Source: an optimization exercise on an open RTL-to-GDS flow (aim: small area, a short achievable clock period and few clock cycles per item). Production flows keep margins and buffers that such runs may drop. Function was checked by simulation only, so behaviour that the tests miss may differ from the original.

Design conv_engine, start of the top module:
module conv_engine (
  input  logic                 clock,
  input  logic                 reset,
  input  conv_pkg::pixel_t     pixel_in,
  input  logic                 pixel_strobe,
  input  conv_pkg::weight_t    weight_in,
  input  conv_pkg::tap_index_t weight_addr,
  input  logic                 weight_strobe,
  input  conv_pkg::result_t    bias_in,
  input  logic                 relu_enable,
  output conv_pkg::result_t    result_out,
  output logic                 result_valid,
  output logic                 overflow
);
Size: roughly 2100 cells after synthesis, ~59 I/O pins, roughly 28000 um^2 of cells after synthesis.
==> flow/config.mk <==
export PLATFORM = sky130hd
export DESIGN_NAME = conv_engine
export DESIGN_NICKNAME = conv_engine
export VERILOG_FILES = /design/flow/design.v
export SDC_FILE = /design/flow/constraint.sdc
export NUM_CORES = 4
export LEC_CHECK = 0
export ABC_AREA = 1
export CAP_MARGIN = 20
export CORE_MARGIN = 2
export CORE_UTILIZATION = 30
export SETUP_SLACK_MARGIN = 3.2
export SLEW_MARGIN = 20
export TNS_END_PERCENT = 5
==> flow/constraint.sdc <==
create_clock -name core_clock -period 5.5 [get_ports {clock}]
set_input_delay 1.1000 -clock core_clock [delete_from_list [all_inputs] [get_ports {clock}]]
set_output_delay 1.1000 -clock core_clock [all_outputs]
set_load 0.01 [all_outputs]
standard.sh (not shown) runs the stock make flow with config.mk's settings and CLKGATE_MAP_FILE= SYNTH_SCRIPT=/design/flow/synth_recipe.tcl, a recipe that flattens the netlist after the stock synthesis.
==> flow/flow/run.sh <==
#!/bin/bash
# Standard layout, with one netlist clean-up between synthesis and floorplan:
# fixinv.py removes inverters around full adders and xor gates by choosing
# each one's polarity (registers and all other cells are kept as synthesized).
# Yosys then proves the cleaned netlist equivalent to the synthesized one; if
# that proof fails, the synthesized netlist is laid out unchanged.
set -euo pipefail
work=$PWD
res=$work/orfs/results/$FLOW_PLATFORM/conv_engine/base
lib=$FLOW_HOME/platforms/$FLOW_PLATFORM/lib/sky130_fd_sc_hd__tt_025C_1v80.lib
yosys=$(command -v yosys || echo "$FLOW_HOME/../tools/install/yosys/bin/yosys")

bash standard.sh synth > synth.log 2>&1
cp "$res/1_2_yosys.v" "$work/1_2_yosys.synth.v"
python3 flow/fixinv.py "$work/1_2_yosys.synth.v" "$work/1_2_yosys.fixinv.v" > fixinv.log 2>&1

cat > eqcheck.ys <<EOT
read_liberty -ignore_miss_func $lib
read_verilog $work/1_2_yosys.synth.v
rename $FLOW_TOP gold
read_verilog $work/1_2_yosys.fixinv.v
rename $FLOW_TOP gate
flatten gold gate
opt_clean
rename -hide gold/w:_* gate/w:_*
rename -hide gold/w:*.A gold/w:*.B gold/w:*.CIN gold/w:*.SUM gold/w:*.COUT gold/w:*.Y gold/w:*.X
rename -hide gate/w:*.A gate/w:*.B gate/w:*.CIN gate/w:*.SUM gate/w:*.COUT gate/w:*.Y gate/w:*.X
rename -hide gold/w:mult_adder_inst.s* gold/w:mult_adder_inst.c* gold/w:mult_adder_inst.pp*
rename -hide gate/w:mult_adder_inst.s* gate/w:mult_adder_inst.c* gate/w:mult_adder_inst.pp*
async2sync
equiv_make gold gate eq
hierarchy -top eq
equiv_simple
equiv_status -assert
EOT
if "$yosys" -l eqcheck.log eqcheck.ys > /dev/null 2>&1; then
  cp "$work/1_2_yosys.fixinv.v" "$res/1_2_yosys.v"
  rm -f "$res/1_synth.odb" "$res/1_synth.sdc"
  echo "fixinv: equivalence proven, cleaned netlist used" >> fixinv.log
else
  echo "fixinv: equivalence not proven, synthesized netlist kept" >> fixinv.log
fi

# clock tree without dummy loads, ports buffered with plain buffers (the
# default pick is a delay cell)
bash standard.sh CTS_ARGS="-sink_clustering_enable -repair_clock_nets -dont_use_dummy_load -buf_list sky130_fd_sc_hd__clkbuf_8" BUFFER_PORTS_ARGS="-buffer_cell sky130_fd_sc_hd__buf_2" finish > layout.log 2>&1
Other scripts of this flow, unchanged in this note and not shown: flow/flow/fixinv.py
Testbench counts at the start, summed over its fixed seeds: cycles 16,416, results 16,240.
Change:
TNS_END_PERCENT = 10   (was 5)
=>
- area after synthesis stays the same
- routed wire length grows by 0.87%
Change:
PLACE_DENSITY = 0.85   (was unset)
TNS_END_PERCENT = 5   (was 10)
Effect:
- routed wire length drops by about 8%
- count of clock-buffer cells in the layout drops by 7
- design area drops by about 2.4%
- final cell count drops by about 2%
- setup slack is worse by 0.10 ns
Change:
PLACE_DENSITY = 0.75   (was 0.85)
Result: Non-clock buffer count came out lower by 1. Utilization hardly moves. Cell area barely changes. Die area is unchanged. Synthesized cell count is unchanged. Final cell count stays flat.

---

conv_engine again, from the RTL that the note above started with.
export LEC_CHECK = 0
export ABC_AREA = 1
export CAP_MARGIN = 20
export CORE_MARGIN = 2
export CORE_UTILIZATION = 30
export PLACE_DENSITY = 0.75
export SETUP_SLACK_MARGIN = 3.25
export SLEW_MARGIN = 20
export TNS_END_PERCENT = 5
create_clock -name core_clock -period 5.5 [get_ports {clock}]
Scripts as last shown in full above: flow/flow/run.sh
Other scripts of this flow, unchanged in this note and not shown: flow/flow/fixinv.py
Testbench counts at the start, summed over its fixed seeds: cycles 16,416, results 16,240.
Rerun with:
--- a/flow/config.mk
+++ b/flow/config.mk
@@ -10,6 +10,7 @@
 export CORE_MARGIN = 2
 export CORE_UTILIZATION = 30
+export GPL_ROUTABILITY_DRIVEN = 0
 export PLACE_DENSITY = 0.75
-export SETUP_SLACK_MARGIN = 3.25
+export SETUP_SLACK_MARGIN = 3.2
 export SLEW_MARGIN = 20
 export TNS_END_PERCENT = 5
Critical path depth does not change.
Cell count went down by 1.3%.
Routed wire length decreases by 3.9%.
Rerun with:
--- a/flow/config.mk
+++ b/flow/config.mk
@@ -10,7 +10,6 @@
 export CORE_MARGIN = 2
 export CORE_UTILIZATION = 30
-export GPL_ROUTABILITY_DRIVEN = 0
 export PLACE_DENSITY = 0.75
 export SETUP_SLACK_MARGIN = 3.2
 export SLEW_MARGIN = 20
-export TNS_END_PERCENT = 5
+export TNS_END_PERCENT = 10
What happened: The changed run passed the timing, design-rule and antenna checks; first-iteration DRC count rose by 21%; sequential share of layout area rose by 0.11 points; core utilization is about the same; die area stays the same; routed wire length rose by 2.5%; maximum frequency fell by 0.53%; via count rose by 0.70%; area after synthesis is unchanged.
Rerun with:
--- a/flow/config.mk
+++ b/flow/config.mk
@@ -10,6 +10,6 @@
 export CORE_MARGIN = 2
 export CORE_UTILIZATION = 30
-export PLACE_DENSITY = 0.75
+export PLACE_DENSITY = 0.7
 export SETUP_SLACK_MARGIN = 3.2
 export SLEW_MARGIN = 20
-export TNS_END_PERCENT = 10
+export TNS_END_PERCENT = 5
Effect: The changed run completed without violations. Flip-flop and latch count stays the same. Global-route usage came out lower by 0.18 points. Sequential share of layout area is about the same. Worst setup slack gets worse by 15 ps. Critical path depth came out lower by 3.

---

Setup of the previous run:
conv_engine, a different RTL version from the one above (not shown whole).
Size: about 2,100 cells after synthesis, roughly 59 I/O pins, about 28,000 um2 of cells after synthesis.
export LEC_CHECK = 0
export ABC_AREA = 1
export CAP_MARGIN = 20
export CORE_MARGIN = 2
export CORE_UTILIZATION = 30
export SETUP_SLACK_MARGIN = 3.2
export SLEW_MARGIN = 20
export TNS_END_PERCENT = 20
create_clock -name core_clock -period 5.5 [get_ports {clock}]
==> flow/flow/run.sh <==
#!/bin/bash
# Standard layout, with one netlist clean-up between synthesis and floorplan:
# fixinv.py removes inverters between full adders by choosing each adder's
# polarity (registers and all other cells are kept as synthesized).
set -euo pipefail
work=$PWD
res=$work/orfs/results/$FLOW_PLATFORM/conv_engine/base

bash standard.sh synth > synth.log 2>&1
python3 flow/fixinv.py "$res/1_2_yosys.v" "$work/1_2_yosys.fixinv.v" > fixinv.log 2>&1
cp "$work/1_2_yosys.fixinv.v" "$res/1_2_yosys.v"
rm -f "$res/1_synth.odb" "$res/1_synth.sdc"
# clock tree without dummy loads
# ports buffered with plain buffers (the default pick is a delay cell)
bash standard.sh CTS_ARGS="-sink_clustering_enable -repair_clock_nets -dont_use_dummy_load" BUFFER_PORTS_ARGS="-buffer_cell sky130_fd_sc_hd__buf_1" finish > layout.log 2>&1
Other scripts of this flow, unchanged in this note and not shown: flow/flow/fixinv.py
Testbench counts of the previous run, summed over its fixed seeds: cycles 16,416, results 16,240.
Input changes introduced in the current run (baseline for comparison: the previous run):
-- flow/flow/run.sh --
<<< the previous run, line 15
bash standard.sh CTS_ARGS="-sink_clustering_enable -repair_clock_nets -dont_use_dummy_load" BUFFER_PORTS_ARGS="-buffer_cell sky130_fd_sc_hd__buf_1" finish > layout.log 2>&1
>>> the current run, line 15
bash standard.sh CTS_ARGS="-sink_clustering_enable -repair_clock_nets -dont_use_dummy_load" BUFFER_PORTS_ARGS="-buffer_cell sky130_fd_sc_hd__buf_2" finish > layout.log 2>&1
--- outcome ---
Pin count of the biggest net entering global routing is lower on the current run
Between the previous run and the current run, pin slew with the least headroom to its limit decreased.
In the metrics for the previous run and the current run, the one carrying the lower final worst clock skew is the current run.
Fraction of met3 tracks used by global routing ended up 0.65 points higher on the current run than on the previous run.
The current run vs the previous run, worst setup path startpoint: kernel_loader_inst.enc[107] vs kernel_loader_inst.enc[65]
The critical path depth number comes out higher for the previous run vs the current run.
In the current run relative to the previous run, last weighted congestion value of the routability-driven placer had gone down slightly.

---

RTL: one of the versions met above, not the one the previous note started from.
Size in the first run: ~59 I/O pins, ~28,000 sq um of cells after synthesis.
export LEC_CHECK = 0
export ABC_AREA = 1
export CAP_MARGIN = 20
export CORE_MARGIN = 2
export CORE_UTILIZATION = 30
export SETUP_SLACK_MARGIN = 3.2
export SLEW_MARGIN = 20
export TNS_END_PERCENT = 35
create_clock -name core_clock -period 5.5 [get_ports {clock}]
==> flow/flow/run.sh <==
#!/bin/bash
# Standard layout, with one netlist clean-up between synthesis and floorplan:
# fixinv.py removes inverters between full adders by choosing each adder's
# polarity (registers and all other cells are kept as synthesized).
set -euo pipefail
work=$PWD
res=$work/orfs/results/$FLOW_PLATFORM/conv_engine/base

bash standard.sh synth > synth.log 2>&1
python3 flow/fixinv.py "$res/1_2_yosys.v" "$work/1_2_yosys.fixinv.v" > fixinv.log 2>&1
cp "$work/1_2_yosys.fixinv.v" "$res/1_2_yosys.v"
rm -f "$res/1_synth.odb" "$res/1_synth.sdc"
# clock tree without dummy loads
# ports buffered with plain buffers (the default pick is a delay cell)
bash standard.sh CTS_ARGS="-sink_clustering_enable -repair_clock_nets -dont_use_dummy_load -buf_list sky130_fd_sc_hd__clkbuf_8" BUFFER_PORTS_ARGS="-buffer_cell sky130_fd_sc_hd__buf_2" finish > layout.log 2>&1
Other scripts of this flow, unchanged in this note and not shown: flow/flow/fixinv.py
The baseline completed without violations.
Testbench counts at the start, summed over its fixed seeds: cycles 16,416, results 16,240.
Edit:
Settings changed: TNS_END_PERCENT 35 to 20.
Result: The changed run ran to the end with no violations; final area is lower by 0.82%; cell count decreases by 0.69%; count of clock-buffer cells in the layout is unchanged; utilization shrinks by 0.28 points; first-iteration DRC count went down by 6.7%; clock skew goes down by 0.0034 ns; die area is unchanged; via count decreases by 0.75%.
Edit:
--- a/flow/flow/run.sh
+++ b/flow/flow/run.sh
@@ -13,3 +13,3 @@
 # clock tree without dummy loads
 # ports buffered with plain buffers (the default pick is a delay cell)
-bash standard.sh CTS_ARGS="-sink_clustering_enable -repair_clock_nets -dont_use_dummy_load -buf_list sky130_fd_sc_hd__clkbuf_8" BUFFER_PORTS_ARGS="-buffer_cell sky130_fd_sc_hd__buf_2" finish > layout.log 2>&1
+bash standard.sh CTS_ARGS="-sink_clustering_enable -repair_clock_nets -dont_use_dummy_load -buf_list {sky130_fd_sc_hd__clkbuf_4 sky130_fd_sc_hd__clkbuf_8}" BUFFER_PORTS_ARGS="-buffer_cell sky130_fd_sc_hd__buf_2" finish > layout.log 2>&1
=>
- The changed run completed without violations
- worst hold slack does not change
- worst setup slack is unchanged
- via count is unchanged
- critical path depth does not change
- final cell count is unchanged
- cell area is unchanged
Edit:
--- a/flow/flow/run.sh
+++ b/flow/flow/run.sh
@@ -13,3 +13,3 @@
 # clock tree without dummy loads
 # ports buffered with plain buffers (the default pick is a delay cell)
-bash standard.sh CTS_ARGS="-sink_clustering_enable -repair_clock_nets -dont_use_dummy_load -buf_list {sky130_fd_sc_hd__clkbuf_4 sky130_fd_sc_hd__clkbuf_8}" BUFFER_PORTS_ARGS="-buffer_cell sky130_fd_sc_hd__buf_2" finish > layout.log 2>&1
+bash standard.sh CTS_ARGS="-sink_clustering_enable -repair_clock_nets -dont_use_dummy_load -buf_list sky130_fd_sc_hd__clkbuf_8" BUFFER_PORTS_ARGS="-buffer_cell sky130_fd_sc_hd__buf_2" finish > layout.log 2>&1
Settings changed: TNS_END_PERCENT 20 to 10.
After rerunning:
- The new run went through all stages and came out clean
- worst hold slack is about the same
- worst setup slack is about the same
- routed wire length shrinks by 1.0%
- design area came out lower by 1.0%
Edit:
--- a/flow/flow/run.sh
+++ b/flow/flow/run.sh
@@ -13,3 +13,3 @@
 # clock tree without dummy loads
 # ports buffered with plain buffers (the default pick is a delay cell)
-bash standard.sh CTS_ARGS="-sink_clustering_enable -repair_clock_nets -dont_use_dummy_load -buf_list sky130_fd_sc_hd__clkbuf_8" BUFFER_PORTS_ARGS="-buffer_cell sky130_fd_sc_hd__buf_2" finish > layout.log 2>&1
+bash standard.sh CTS_ARGS="-sink_clustering_enable -repair_clock_nets -dont_use_dummy_load" BUFFER_PORTS_ARGS="-buffer_cell sky130_fd_sc_hd__buf_2" finish > layout.log 2>&1
Settings changed: TNS_END_PERCENT 10 to 20.
After rerunning: The changed run completed without violations; die area is unchanged; count of clock-buffer cells in the layout is lower by 33; final cell count came out lower by 0.96%; area after synthesis is unchanged; synthesized cell count is unchanged; design area rose by 0.98%; wire length stays flat; setup slack loses 0.033 ns; hold slack loses 0.0032 ns.

---

JK:
conv_engine, a different RTL version from the one above (not shown whole).
Size: ~59 I/O pins, roughly 0.033 sq mm of cells after synthesis.
## conv_engine
module conv_engine (
  input  logic                 clock,
  input  logic                 reset,
  input  conv_pkg::pixel_t     pixel_in,
  input  logic                 pixel_strobe,
  input  conv_pkg::weight_t    weight_in,
  input  conv_pkg::tap_index_t weight_addr,
  input  logic                 weight_strobe,
  input  conv_pkg::result_t    bias_in,
  input  logic                 relu_enable,
  output conv_pkg::result_t    result_out,
  output logic                 result_valid,
  output logic                 overflow
);
make LEC_CHECK=0 CAP_MARGIN=20 CORE_MARGIN=2 CORE_UTILIZATION=30 SETUP_SLACK_MARGIN=3.2 SLEW_MARGIN=20 finish   # period 5.5 ns
run.sh (not shown) runs the stock make flow with config.mk's settings and CLKGATE_MAP_FILE= SYNTH_SCRIPT=/design/flow/synth_recipe.tcl, a recipe that flattens the netlist after the stock synthesis.
Stock flow here: none of the scripts above is used.
Testbench counts of JK, summed over its fixed seeds: cycles 16,416, results 16,240.
[inputs] MS vs JK
Settings: ABC_AREA newly set to 1.
## What came out
- MS gives more number of logic inverters in the finished layout than JK did.
- Higher sequential share of layout area goes to MS over JK.
- MS has share of the clock period used by the worst path after layout below what JK had.
- Number of distinct library cells after synthesis (JK / MS): 1.7
- [diff] via count of the routed design, MS relative to JK: improvement
- Summary of MS over JK: first-iteration DRC count went down.
- When MS is measured against JK, its initial antenna violation count turns out 2 higher.

---

conv_engine with an RTL version that a note above also has.
Size: ~2100 cells after synthesis, about 59 I/O pins.
==> flow/config.mk <==
export PLATFORM = sky130hd
export DESIGN_NAME = conv_engine
export DESIGN_NICKNAME = conv_engine
export VERILOG_FILES = /design/flow/design.v
export SDC_FILE = /design/flow/constraint.sdc
export NUM_CORES = 4
export LEC_CHECK = 0
export ABC_AREA = 1
export CAP_MARGIN = 20
export CORE_MARGIN = 2
export CORE_UTILIZATION = 30
export SETUP_SLACK_MARGIN = 3.2
export SLEW_MARGIN = 20
export TNS_END_PERCENT = 20
==> flow/constraint.sdc <==
create_clock -name core_clock -period 5.5 [get_ports {clock}]
set_input_delay 1.1000 -clock core_clock [delete_from_list [all_inputs] [get_ports {clock}]]
set_output_delay 1.1000 -clock core_clock [all_outputs]
set_load 0.01 [all_outputs]
standard.sh (not shown) runs the stock make flow with config.mk's settings and CLKGATE_MAP_FILE= SYNTH_SCRIPT=/design/flow/synth_recipe.tcl, a recipe that flattens the netlist after the stock synthesis.
==> flow/flow/run.sh <==
#!/bin/bash
# Standard layout, with one netlist clean-up between synthesis and floorplan:
# fixinv.py removes inverters between full adders by choosing each adder's
# polarity (registers and all other cells are kept as synthesized).
set -euo pipefail
work=$PWD
res=$work/orfs/results/$FLOW_PLATFORM/conv_engine/base

bash standard.sh synth > synth.log 2>&1
python3 flow/fixinv.py "$res/1_2_yosys.v" "$work/1_2_yosys.fixinv.v" > fixinv.log 2>&1
cp "$work/1_2_yosys.fixinv.v" "$res/1_2_yosys.v"
rm -f "$res/1_synth.odb" "$res/1_synth.sdc"
# clock tree without dummy loads, in clusters of up to 20 sinks
bash standard.sh CTS_ARGS="-sink_clustering_enable -repair_clock_nets -dont_use_dummy_load -sink_clustering_size 20 -sink_clustering_max_diameter 60" finish > layout.log 2>&1
Other scripts of this flow, unchanged in this note and not shown: flow/flow/fixinv.py
Testbench counts at the start, summed over its fixed seeds: cycles 16,416, results 16,240.
Then changed:
--- a/flow/flow/run.sh
+++ b/flow/flow/run.sh
@@ -11,4 +11,3 @@
 cp "$work/1_2_yosys.fixinv.v" "$res/1_2_yosys.v"
 rm -f "$res/1_synth.odb" "$res/1_synth.sdc"
-# clock tree without dummy loads, in clusters of up to 20 sinks
-bash standard.sh CTS_ARGS="-sink_clustering_enable -repair_clock_nets -dont_use_dummy_load -sink_clustering_size 20 -sink_clustering_max_diameter 60" finish > layout.log 2>&1
+bash standard.sh finish > layout.log 2>&1
- CORE_UTILIZATION: 30 -> 45
Critical path depth came out higher by 3.
Then changed:
- CORE_UTILIZATION: 45 -> 30
- SETUP_SLACK_MARGIN: 3.2 -> 2.5
Effect: The new run went through all stages and came out clean. Global-route usage came out lower by 8.1 points. First-iteration DRC count came out higher by 25%. Wire length went up by 1.0%. Final area went down by 2.1%. Synthesized cell count stays the same. Worst hold slack hardly moves. Maximum frequency went down by 8.9%. Worst setup slack degrades by 0.23 ns.
Then changed:
--- a/flow/flow/run.sh
+++ b/flow/flow/run.sh
@@ -11,3 +11,4 @@
 cp "$work/1_2_yosys.fixinv.v" "$res/1_2_yosys.v"
 rm -f "$res/1_synth.odb" "$res/1_synth.sdc"
-bash standard.sh finish > layout.log 2>&1
+# clock tree without dummy loads
+bash standard.sh CTS_ARGS="-sink_clustering_enable -repair_clock_nets -dont_use_dummy_load" finish > layout.log 2>&1
- SETUP_SLACK_MARGIN: 2.5 -> 3.2
After rerunning: The new run passed the timing, design-rule and antenna checks; synthesized cell count does not change; clock skew rose by 0.036 ns; non-clock buffer count increases by 98; hold slack stays flat.

==> what the ideal ports hide <==
How much do the figures lean on ideal ports? The routed layouts below were timed once more, with nothing changed but the port constraints. Step 1 (the two cells are an assumption about what drives the block):
set clk [get_ports {clock}]
set_driving_cell -lib_cell sky130_fd_sc_hd__clkbuf_16 $clk
set_driving_cell -lib_cell sky130_fd_sc_hd__buf_2 [delete_from_list [all_inputs] $clk]
Step 2 times the ports against the registers' clock, not the clock port: input delays grow and output delays shrink by t, the midpoint of the rising clock arrivals with the driver on. Three values: no drivers, after step 1, after step 2; two values: the first two.
run	t, ns	slack for setup (ns)	slew at the worst register clock pin (ns)	worst slew at a driven data input, ns
the first run of note 1	0.738	3.149 / 3.149 / 3.149	0.07 / 0.07	0.05
the second run of note 1	0.736	3.162 / 3.157 / 3.162	0.06 / 0.06	0.05
the third run of note 1	0.729	3.062 / 3.002 / 3.093	0.07 / 0.07	0.07
the fourth run of note 1	0.717	3.098 / 3.042 / 3.116	0.07 / 0.07	0.07
the first run of note 2	0.719	3.109 / 3.054 / 3.119	0.07 / 0.07	0.07
the second run of note 2	0.723	3.095 / 3.037 / 3.140	0.07 / 0.07	0.08
the third run of note 2	0.719	3.083 / 3.050 / 3.083	0.07 / 0.07	0.07
the fourth run of note 2	0.720	3.068 / 3.008 / 3.123	0.07 / 0.07	0.06
the previous run	0.670	3.132 / 3.132 / 3.132	0.07 / 0.07	0.04
the current run	0.665	3.142 / 3.142 / 3.142	0.06 / 0.06	0.05
the first run of note 4	0.730	3.118 / 3.118 / 3.118	0.06 / 0.06	0.06
the second run of note 4	0.733	3.151 / 3.148 / 3.151	0.06 / 0.06	0.06
the third run of note 4	0.733	3.151 / 3.148 / 3.151	0.06 / 0.06	0.06
the fourth run of note 4	0.731	3.149 / 3.149 / 3.149	0.06 / 0.06	0.06
the fifth run of note 4	0.671	3.116 / 3.116 / 3.116	0.06 / 0.06	0.06
JK	0.702	2.690 / 2.690 / 2.518	0.07 / 0.07	0.08
MS	0.692	2.857 / 2.857 / 2.587	0.08 / 0.08	0.05
the first run of note 6	0.639	3.034 / 2.970 / 3.050	0.08 / 0.08	0.04
the second run of note 6	0.688	3.107 / 3.107 / 3.107	0.07 / 0.07	0.05
the third run of note 6	0.690	2.873 / 2.845 / 2.873	0.07 / 0.07	0.05
the fourth run of note 6	0.663	3.146 / 3.146 / 3.146	0.06 / 0.06	0.04
After both steps setup and hold are still met in every run listed. The setup slack of MS, which loses most, moves by 0.000 ns with the drivers and by -0.270 ns with both steps.
